This is an optimization exercise on Yosys and OpenROAD, whose aim is small area, a short achievable clock period and few clock cycles per item, not a production implementation.
Function not checked in this run: the RTL went through the layout flow alone.
Power and IR drop assume default switching activity.

==> flow/run.sh <==
#!/bin/bash
# synth_recipe.tcl (not shown) runs the flow's synth.tcl, then flattens the netlist and writes it again
# the make line also repeats each setting of config.mk as NAME=value (left out here)
make -C /OpenROAD-flow-scripts/flow DESIGN_CONFIG=/design/flow/config.mk WORK_HOME=/design/flow/orfs CLKGATE_MAP_FILE= SYNTH_SCRIPT=/design/flow/synth_recipe.tcl finish
==> flow/config.mk <==
export PLATFORM = sky130hd
export DESIGN_NAME = keyed_count_table_top
export DESIGN_NICKNAME = keyed_count_table_top
export VERILOG_FILES = /design/flow/design.v
export SDC_FILE = /design/flow/constraint.sdc
export NUM_CORES = 4
export LEC_CHECK = 0
export CAP_MARGIN = 20
export CORE_MARGIN = 2
export CORE_UTILIZATION = 40
export PLACE_DENSITY = 0.6
export SETUP_SLACK_MARGIN = 5.0
export SLEW_MARGIN = 20
==> flow/constraint.sdc <==
create_clock -name core_clock -period 8.0 [get_ports {clk}]
set_input_delay 1.6000 -clock core_clock [delete_from_list [all_inputs] [get_ports {clk}]]
set_output_delay 1.6000 -clock core_clock [all_outputs]
set_load 0.01 [all_outputs]
==> flow/design.v <==
`default_nettype none
package kct_pkg;
	localparam int KCT_ENTRIES    = 16;
	localparam int KCT_KEY_BITS   = 8;
	localparam int KCT_COUNT_BITS = 16;
	typedef enum logic [1:0] {
		REQ_ADD     = 2'd0,
		REQ_CONSUME = 2'd1,
		REQ_QUERY   = 2'd2,
		REQ_CLEAR   = 2'd3
	} req_t;
	typedef enum logic [2:0] {
		STS_DONE     = 3'd0,
		STS_INVALID  = 3'd1,
		STS_FULL     = 3'd2,
		STS_SHORT    = 3'd3,
		STS_OVERFLOW = 3'd4
	} status_t;
endpackage
`default_nettype wire
`default_nettype none
module kct_cell #(
	parameter int KEY_BITS   = kct_pkg::KCT_KEY_BITS,
	parameter int COUNT_BITS = kct_pkg::KCT_COUNT_BITS
) (
	input  wire logic                  clk,
	input  wire logic                  arst_n,
	input  wire logic                  clr,       
	input  wire logic                  claim,     
	input  wire logic                  remove,    
	input  wire logic                  wr,        
	input  wire logic [KEY_BITS-1:0]   wkey,
	input  wire logic [COUNT_BITS-1:0] wcnt,
	input  wire logic [KEY_BITS-1:0]   cmp_key,
	output logic                       valid,
	output logic [COUNT_BITS-1:0]      cnt,
	output logic                       hit       
);
	logic                  valid_q;
	logic [KEY_BITS-1:0]   key_q;
	logic [COUNT_BITS-1:0] cnt_q;
	logic                  valid_d;
	always_comb begin
		if (clr)
			valid_d = 1'b0;
		else if (claim)
			valid_d = 1'b1;
		else if (remove)
			valid_d = 1'b0;
		else
			valid_d = valid_q;
		hit = valid_q && (key_q == cmp_key);
	end
	always_ff @(posedge clk or negedge arst_n) begin
		if (!arst_n)
			valid_q <= 1'b0;
		else
			valid_q <= valid_d;
	end
	always_ff @(posedge clk) begin
		if (claim)
			key_q <= wkey;
		if (wr)
			cnt_q <= wcnt;
	end
	assign valid = valid_q;
	assign cnt   = cnt_q;
endmodule
`default_nettype wire
`default_nettype none
module keyed_count_table_top #(
	parameter int ENTRIES    = kct_pkg::KCT_ENTRIES,
	parameter int KEY_BITS   = kct_pkg::KCT_KEY_BITS,
	parameter int COUNT_BITS = kct_pkg::KCT_COUNT_BITS
) (
	input  wire logic        clk,
	input  wire logic        arst_n,
	input  wire logic        in_valid,
	output logic             in_ready,
	input  wire logic [1:0]  req_type,
	input  wire logic [7:0]  item_key,
	input  wire logic [15:0] amount,
	output logic             out_valid,
	input  wire logic        out_ready,
	output logic [2:0]       status,
	output logic             enough,
	output logic [15:0]      held_count
);
	logic [ENTRIES-1:0]    t_valid;
	logic [COUNT_BITS-1:0] t_cnt [ENTRIES];
	logic [ENTRIES-1:0]    t_hit;
	logic [ENTRIES-1:0]    t_claim;
	logic [ENTRIES-1:0]    t_remove;
	logic [ENTRIES-1:0]    t_wr;
	logic                  r_vld_q;
	logic [1:0]            r_op_q;
	logic [KEY_BITS-1:0]   r_key_q;
	logic [15:0]           r_amt_q;
	logic                  x_vld_q;
	logic [1:0]            x_op_q;
	logic [KEY_BITS-1:0]   x_key_q;
	logic [15:0]           x_amt_q;
	logic                  x_triv_q;
	logic                  x_found_q;
	logic [ENTRIES-1:0]    x_match_q;
	logic [COUNT_BITS-1:0] x_held_q;
	logic                  rdy_q;
	logic                  o_vld_q;
	logic [2:0]            o_sts_q;
	logic                  o_en_q;
	logic [15:0]           o_held_q;
	logic                  s0_vld_q;
	logic [2:0]            s0_sts_q;
	logic                  s0_en_q;
	logic [15:0]           s0_held_q;
	logic                  s1_vld_q;
	logic [2:0]            s1_sts_q;
	logic                  s1_en_q;
	logic [15:0]           s1_held_q;
	logic                  accept;
	logic                  exec;
	logic                  r_to_x;
	logic                  o_load;
	logic                  pop;
	logic                  r_vld_d;
	logic                  x_vld_d;
	logic                  o_vld_d;
	logic                  s0_vld_d;
	logic                  s1_vld_d;
	logic [1:0]            q_used;
	logic [1:0]            q_used_d;
	logic                  same;
	logic                  x_clr;
	logic [ENTRIES-1:0]    match_d;
	logic [COUNT_BITS-1:0] held_tab;
	logic [COUNT_BITS-1:0] held_d;
	logic                  full;
	logic                  all_below;
	logic [ENTRIES-1:0]    free_oh;
	logic [COUNT_BITS:0]   sum;
	logic [COUNT_BITS:0]   diff;
	logic                  ovf;
	logic                  covers;
	logic                  is_add;
	logic                  is_con;
	logic                  do_claim;
	logic                  do_remove;
	kct_pkg::status_t      r_sts;
	logic                  r_en;
	logic [15:0]           r_held;
	for (genvar i = 0; i < ENTRIES; i++) begin : g_cell
		kct_cell #(
			.KEY_BITS   (KEY_BITS),
			.COUNT_BITS (COUNT_BITS)
		) u_cell (
			.clk     (clk),
			.arst_n  (arst_n),
			.clr     (x_clr),
			.claim   (t_claim[i]),
			.remove  (t_remove[i]),
			.wr      (t_wr[i]),
			.wkey    (x_key_q),
			.wcnt    (r_held),
			.cmp_key (r_key_q),
			.valid   (t_valid[i]),
			.cnt     (t_cnt[i]),
			.hit     (t_hit[i])
		);
	end
	always_comb begin
		is_add = (x_op_q == kct_pkg::REQ_ADD);
		is_con = (x_op_q == kct_pkg::REQ_CONSUME);
		x_clr  = exec && (x_op_q == kct_pkg::REQ_CLEAR);
		full   = &t_valid;
		all_below = 1'b1;
		for (int i = 0; i < ENTRIES; i++) begin
			free_oh[i] = !t_valid[i] && all_below;
			all_below  = all_below && t_valid[i];
		end
		sum    = {1'b0, x_held_q} + {1'b0, x_amt_q};
		diff   = {1'b0, x_held_q} - {1'b0, x_amt_q};
		ovf    = sum[COUNT_BITS];
		covers = !diff[COUNT_BITS];
		do_claim  = exec && is_add && !x_triv_q && !x_found_q;
		do_remove = exec && is_con && !x_triv_q && (x_held_q == x_amt_q);
		for (int i = 0; i < ENTRIES; i++) begin
			t_claim[i]  = do_claim && free_oh[i];
			t_remove[i] = do_remove && x_match_q[i];
			t_wr[i]     = t_claim[i] || (exec && x_match_q[i]);
		end
		r_sts  = kct_pkg::STS_DONE;
		r_en   = 1'b1;
		r_held = x_held_q;
		unique case (x_op_q)
			kct_pkg::REQ_ADD: begin
				if (x_triv_q) begin
					r_sts = kct_pkg::STS_INVALID;
				end else if (ovf) begin
					r_sts = kct_pkg::STS_OVERFLOW;
					r_en  = covers;
				end else if (!x_found_q && full) begin
					r_sts  = kct_pkg::STS_FULL;
					r_en   = 1'b0;
				end else begin
					r_held = sum[COUNT_BITS-1:0];
				end
			end
			kct_pkg::REQ_CONSUME: begin
				if (x_triv_q) begin
					r_en = 1'b1;
				end else if (!covers) begin
					r_sts = kct_pkg::STS_SHORT;
					r_en  = 1'b0;
				end else begin
					r_held = diff[COUNT_BITS-1:0];
				end
			end
			kct_pkg::REQ_QUERY: begin
				r_en = x_triv_q || covers;
			end
			default: begin
				r_en   = x_triv_q;
				r_held = '0;
			end
		endcase
	end
	always_comb begin
		same     = x_vld_q && (r_key_q == x_key_q);
		held_tab = '0;
		for (int i = 0; i < ENTRIES; i++)
			held_tab = held_tab | (t_cnt[i] & {COUNT_BITS{t_hit[i]}});
		if (x_clr) begin
			match_d = '0;
			held_d  = '0;
		end else if (same) begin
			match_d = t_claim | (x_match_q & ~t_remove);
			held_d  = r_held;
		end else begin
			match_d = t_hit;
			held_d  = held_tab;
		end
	end
	always_comb begin
		q_used   = 2'(o_vld_q) + 2'(s0_vld_q) + 2'(s1_vld_q);
		in_ready = rdy_q;
		accept   = in_valid && rdy_q;
		exec     = x_vld_q;
		o_load   = !o_vld_q || out_ready;
		pop      = o_vld_q && out_ready;
		r_to_x   = r_vld_q && (pop || (q_used + 2'(x_vld_q) <= 2'd2));
		r_vld_d  = accept || (r_vld_q && !r_to_x);
		x_vld_d  = r_to_x;
		if (o_load) begin
			o_vld_d  = s0_vld_q || exec;
			s0_vld_d = s1_vld_q || (s0_vld_q && exec);
			s1_vld_d = s1_vld_q && exec;
		end else begin
			o_vld_d  = o_vld_q;
			s0_vld_d = s0_vld_q || exec;
			s1_vld_d = s1_vld_q || (s0_vld_q && exec);
		end
		q_used_d = 2'(o_vld_d) + 2'(s0_vld_d) + 2'(s1_vld_d);
	end
	always_ff @(posedge clk or negedge arst_n) begin
		if (!arst_n) begin
			rdy_q    <= 1'b1;
			r_vld_q  <= 1'b0;
			x_vld_q  <= 1'b0;
			o_vld_q  <= 1'b0;
			s0_vld_q <= 1'b0;
			s1_vld_q <= 1'b0;
		end else begin
			rdy_q    <= !r_vld_d || ({1'b0, q_used_d} + 3'(x_vld_d) <= 3'd2);
			r_vld_q  <= r_vld_d;
			x_vld_q  <= x_vld_d;
			o_vld_q  <= o_vld_d;
			s0_vld_q <= s0_vld_d;
			s1_vld_q <= s1_vld_d;
		end
	end
	always_ff @(posedge clk) begin
		if (accept) begin
			r_op_q  <= req_type;
			r_key_q <= item_key;
			r_amt_q <= amount;
		end
		x_op_q    <= r_op_q;
		x_key_q   <= r_key_q;
		x_amt_q   <= r_amt_q;
		x_triv_q  <= (r_key_q == '0) || (r_amt_q == '0);
		x_found_q <= |match_d;
		x_match_q <= match_d;
		x_held_q  <= held_d;
		if (o_load) begin
			if (s0_vld_q) begin
				o_sts_q  <= s0_sts_q;
				o_en_q   <= s0_en_q;
				o_held_q <= s0_held_q;
			end else begin
				o_sts_q  <= r_sts;
				o_en_q   <= r_en;
				o_held_q <= r_held;
			end
		end
		if (o_load || !s0_vld_q) begin
			if (o_load && s1_vld_q) begin
				s0_sts_q  <= s1_sts_q;
				s0_en_q   <= s1_en_q;
				s0_held_q <= s1_held_q;
			end else begin
				s0_sts_q  <= r_sts;
				s0_en_q   <= r_en;
				s0_held_q <= r_held;
			end
		end
		if (o_load || !s1_vld_q) begin
			s1_sts_q  <= r_sts;
			s1_en_q   <= r_en;
			s1_held_q <= r_held;
		end
	end
	assign out_valid  = o_vld_q;
	assign status     = o_sts_q;
	assign enough     = o_en_q;
	assign held_count = o_held_q;
endmodule
`default_nettype wire
==> results.txt <==
==> sequential cells by signal, indices dropped and copies added, names as in the netlist, 2 cells and up <==
register / cells
x_key_q: 8
s0_sts_q: 3
r_op_q: 2
x_op_q: 2
x_held_q: 16
s1_sts_q: 3
g_cell.u_cell.valid_q: 16
s1_held_q: 16
g_cell.u_cell.cnt_q: 256
x_match_q: 16
o_held_q: 16
x_amt_q: 16
g_cell.u_cell.key_q: 128
o_sts_q: 3
r_amt_q: 16
r_key_q: 8
s0_held_q: 16
==> repair_timing <==
| action | in CTS | in global routing |
|---|---|---|
| cloned | 15 | 9 |
| pin swaps | 54 | 57 |
| endpoints found under the setup margin | 571 | 412 |
| buffers inserted | 84 | 54 |
| resized for setup | 246 | 108 |
==> routing by layer <==
metal,track usage,routed length (µm)
met4,0.0965,3180
met2,0.361,33400
met5,0,0
met3,0.0362,5740
met1,0.307,28200
==> logic make-up after synthesis <==
logic type | after synthesis
simple gates | 321
mux | 43
buf+inv | 120
xor+xnor | 158
compound gates | 333
flops | 552
fa+ha+maj | 40
==> cell type report <==
cell class,instances,area [µm²],area share
antenna,1,2.50,0.0000849
clock buffer,78,1570,0.0532
clock inverter,25,259,0.00878
inverter,46,200,0.00679
multi-input combinational,914,8250,0.280
sequential,552,15900,0.540
tap,756,946,0.0321
timing repair buffer,235,2330,0.0789
timing repair inverter,1,5.00,0.000170
==> cell usage in the layout, fill, tap and decap left out, types with 11 or more instances in the layout <==
cell type / synthesis / layout
edfxtp_1: 470 / 470
xnor2_1: 147 / 144
buf_4: 5 / 105
nand2_1: 75 / 64
clkbuf_16: 0 / 60
buf_6: 2 / 55
a21oi_1: 63 / 53
nor2_1: 59 / 52
a22oi_1: 41 / 41
dfxtp_1: 60 / 38
nand4_1: 35 / 35
inv_1: 44 / 34
nand3_1: 35 / 34
a22o_1: 35 / 34
a221oi_1: 32 / 29
clkdlybuf4s50_1: 0 / 28
mux2_4: 2 / 21
dlygate4sd2_1: 0 / 21
o21ai_0: 31 / 20
clkbuf_1: 37 / 17
ha_1: 36 / 16
buf_12: 0 / 16
ha_4: 0 / 15
nor3_2: 2 / 14
dfxtp_2: 0 / 14
dfrtp_1: 21 / 13
mux2i_4: 0 / 12
nor3_1: 26 / 11
o22ai_4: 0 / 11
and2_1: 13 / 11
xor2_1: 11 / 11
==> metrics by stage <==
step | cell area, µm² | hold slack (ns)
floorplan | 23300 | 0.323
global placement | 24800 | 0.326
detailed placement | 24900 | 0.329
CTS | 28500 | 0.343
global route | 29500 | 0.355
finish | 29500 | 0.346
==> path summary, 6_finish.rpt <==
| kind | end | cells after the start | slack, ns |
|---|---|---|---|
| setup / recovery | o_held_q[4] | 12 | 4.67 |
| hold / removal | x_op_q[0] | 0 | 0.35 |
| setup reg to reg | o_held_q[4] | 12 | 4.67 |
| hold reg to reg | x_op_q[0] | 0 | 0.35 |
| max in group asynchronous | rdy_q | 2 | 6.28 |
| min in group asynchronous | g_cell[11].u_cell.valid_q | 2 | 1.40 |
==> critical path: stages (launching register included) <==
cell and delay (ns):
dfxtp_4 0.37, ha_4 0.17, fa_2 0.35, nor2b_4 0.15
o211ai_4 0.26, a21boi_4 0.11, a211o_4 0.38, or3_4 0.38
buf_12 0.17, mux2i_4 0.21, o22ai_4 0.12, buf_12 0.17
mux2_4 0.25
==> power breakdown <==
group          internal (mW)  switching (mW)  total, mW
clock network           1.53            1.10       2.63
registers               3.39           0.110       3.50
logic                  0.495           0.671       1.17
==> impl_metrics.json <==
{
  "place_ws_ns": 3.47,
  "synth.distinct_cells": 88,
  "synth_top_family_by_area": "compound AO/OA/AOI/OAI gates",
  "fin_crit_sh": 0.416,
  "fin_nets": 1878,
  "seq_area_frac_synth": 0.689,
  "drt-initial-drc-count": 1861,
  "grt_max_degree": 38,
  "antenna_found_initial": 0,
  "ios": 52,
  "synthSimpleGateAreaFrac": 0.0750,
  "yosys.area_share.adder": 0.0230,
  "tightest_slew_ns": 1.04,
  "gp_congestion": 0.865,
  "max_cap_viol_count": 0,
  "synth_compound_area_frac": 0.110,
  "cts_buffers": 58,
  "synth.mux.area_fraction": 0.0205,
  "synth-xor-area-share": 0.0601,
  "dp_cells": 2342,
  "hold_start": "r_op_q[0]",
  "crit_path_end_kind": "register",
  "port_buffers": 51,
  "max-vdd-ir-drop_v": 0.000207,
  "overflow": 0,
  "avgSynthCellArea_um2": 14.7,
  "initial_core_util": 0.407,
  "fin_util": 0.521,
  "synth_most_common_cell": "edfxtp_1",
  "synthArstFlopShare": 0.0399,
  "core-area_um2": 56600,
  "yosysTopAreaCell": "edfxtp_1",
  "clkSinkCount": 552,
  "vias_per_cell": 5.86,
  "dieArea_um2": 59500,
  "fmax_mhz": 300,
  "ys.flop_type": "edfxtp_1",
  "setup_tns_ns": 0,
  "drc": 0,
  "nFillCells": 4599,
  "synth-seq-cells": 552,
  "maxSlewHeadroom": 0.303,
  "rsz0062_at_grt": "yes",
  "clockRootBuffer": "clkbuf_16",
  "clk_latency_ns": 0.62,
  "grt_usage": 0.226,
  "syn_nets": 1637,
  "synth_area_leaders": "edfxtp_1, xnor2_1, dfxtp_1",
  "syn2layout_area_growth_pct": 28.1,
  "dr.pass1.iters": 6,
  "hold_buffers": 0,
  "setup_ws_ns": 4.67,
  "yosysWarnings": 3,
  "grt_pass1_wl_um": 98800,
  "fin_worst_skew_ns": 0.0310,
  "holdCritPathClass": "reg2reg",
  "crit_start": "x_amt_q[0]",
  "clockBufferDepth": 3,
  "clk_pin_slew_worst_paths_ns": 0.06,
  "slew_violations": 0,
  "drive_gt1_frac": 0.288,
  "syn_area_um2": 23000,
  "finalCriticalPeriod_ns": 3.33,
  "report.final.setup_viol": 0,
  "power.density_nw_per_um2": 247,
  "cp-start-kind": "register",
  "yosys-top-cells-count": "edfxtp_1, xnor2_1, nand2_1",
  "power.total_mw": 7.30,
  "netlist_instances": 1567,
  "routedWlPerCell_um": 27.0,
  "p_leak_nw": 10.3,
  "via_count": 15300,
  "synth_edf_count": 470,
  "synth_top_area_frac": 0.613,
  "worst-path-max-fanout": 4,
  "hold_viol": 0,
  "grt_pass1_vias": 14400,
  "fp.dieW_um": 244,
  "rr_startpoint": "x_amt_q[0]",
  "critical_path_class": "reg2reg",
  "cts_tree": "built",
  "final_cells": 2608,
  "ant_nets": 0,
  "dp_hpwl_um": 36400,
  "required_ns": 8.37,
  "cts_max_level": 2,
  "wirelength_um": 70400,
  "arrival_ns": 3.71,
  "die_h_um": 244,
  "row_count": 87,
  "run_status": "complete, no violations"
}

re-timing with driven ports:
The flow's constraints put no driver on any port. The routed layout listed below was extracted and timed again, unchanged, in two steps.
Step 1 assumes that a clkbuf_16 drives the clock port and a buf_2 every other input.
Step 2 also shifts input and output timing later by t, the mid clock arrival at the registers, as if the neighbouring blocks saw the same clock.
Slacks: no drivers / after step 1 / after step 2; pairs: no drivers / after step 1.
t (ns): 0.671
slack for setup (ns): 4.668 / 4.668 / 4.198
clock arrival spread, ns: 0.032 / 0.032
After both steps this run still meets setup and hold. For this run, drivers alone change the setup slack by 0.000 ns; drivers and shift together by -0.470 ns.
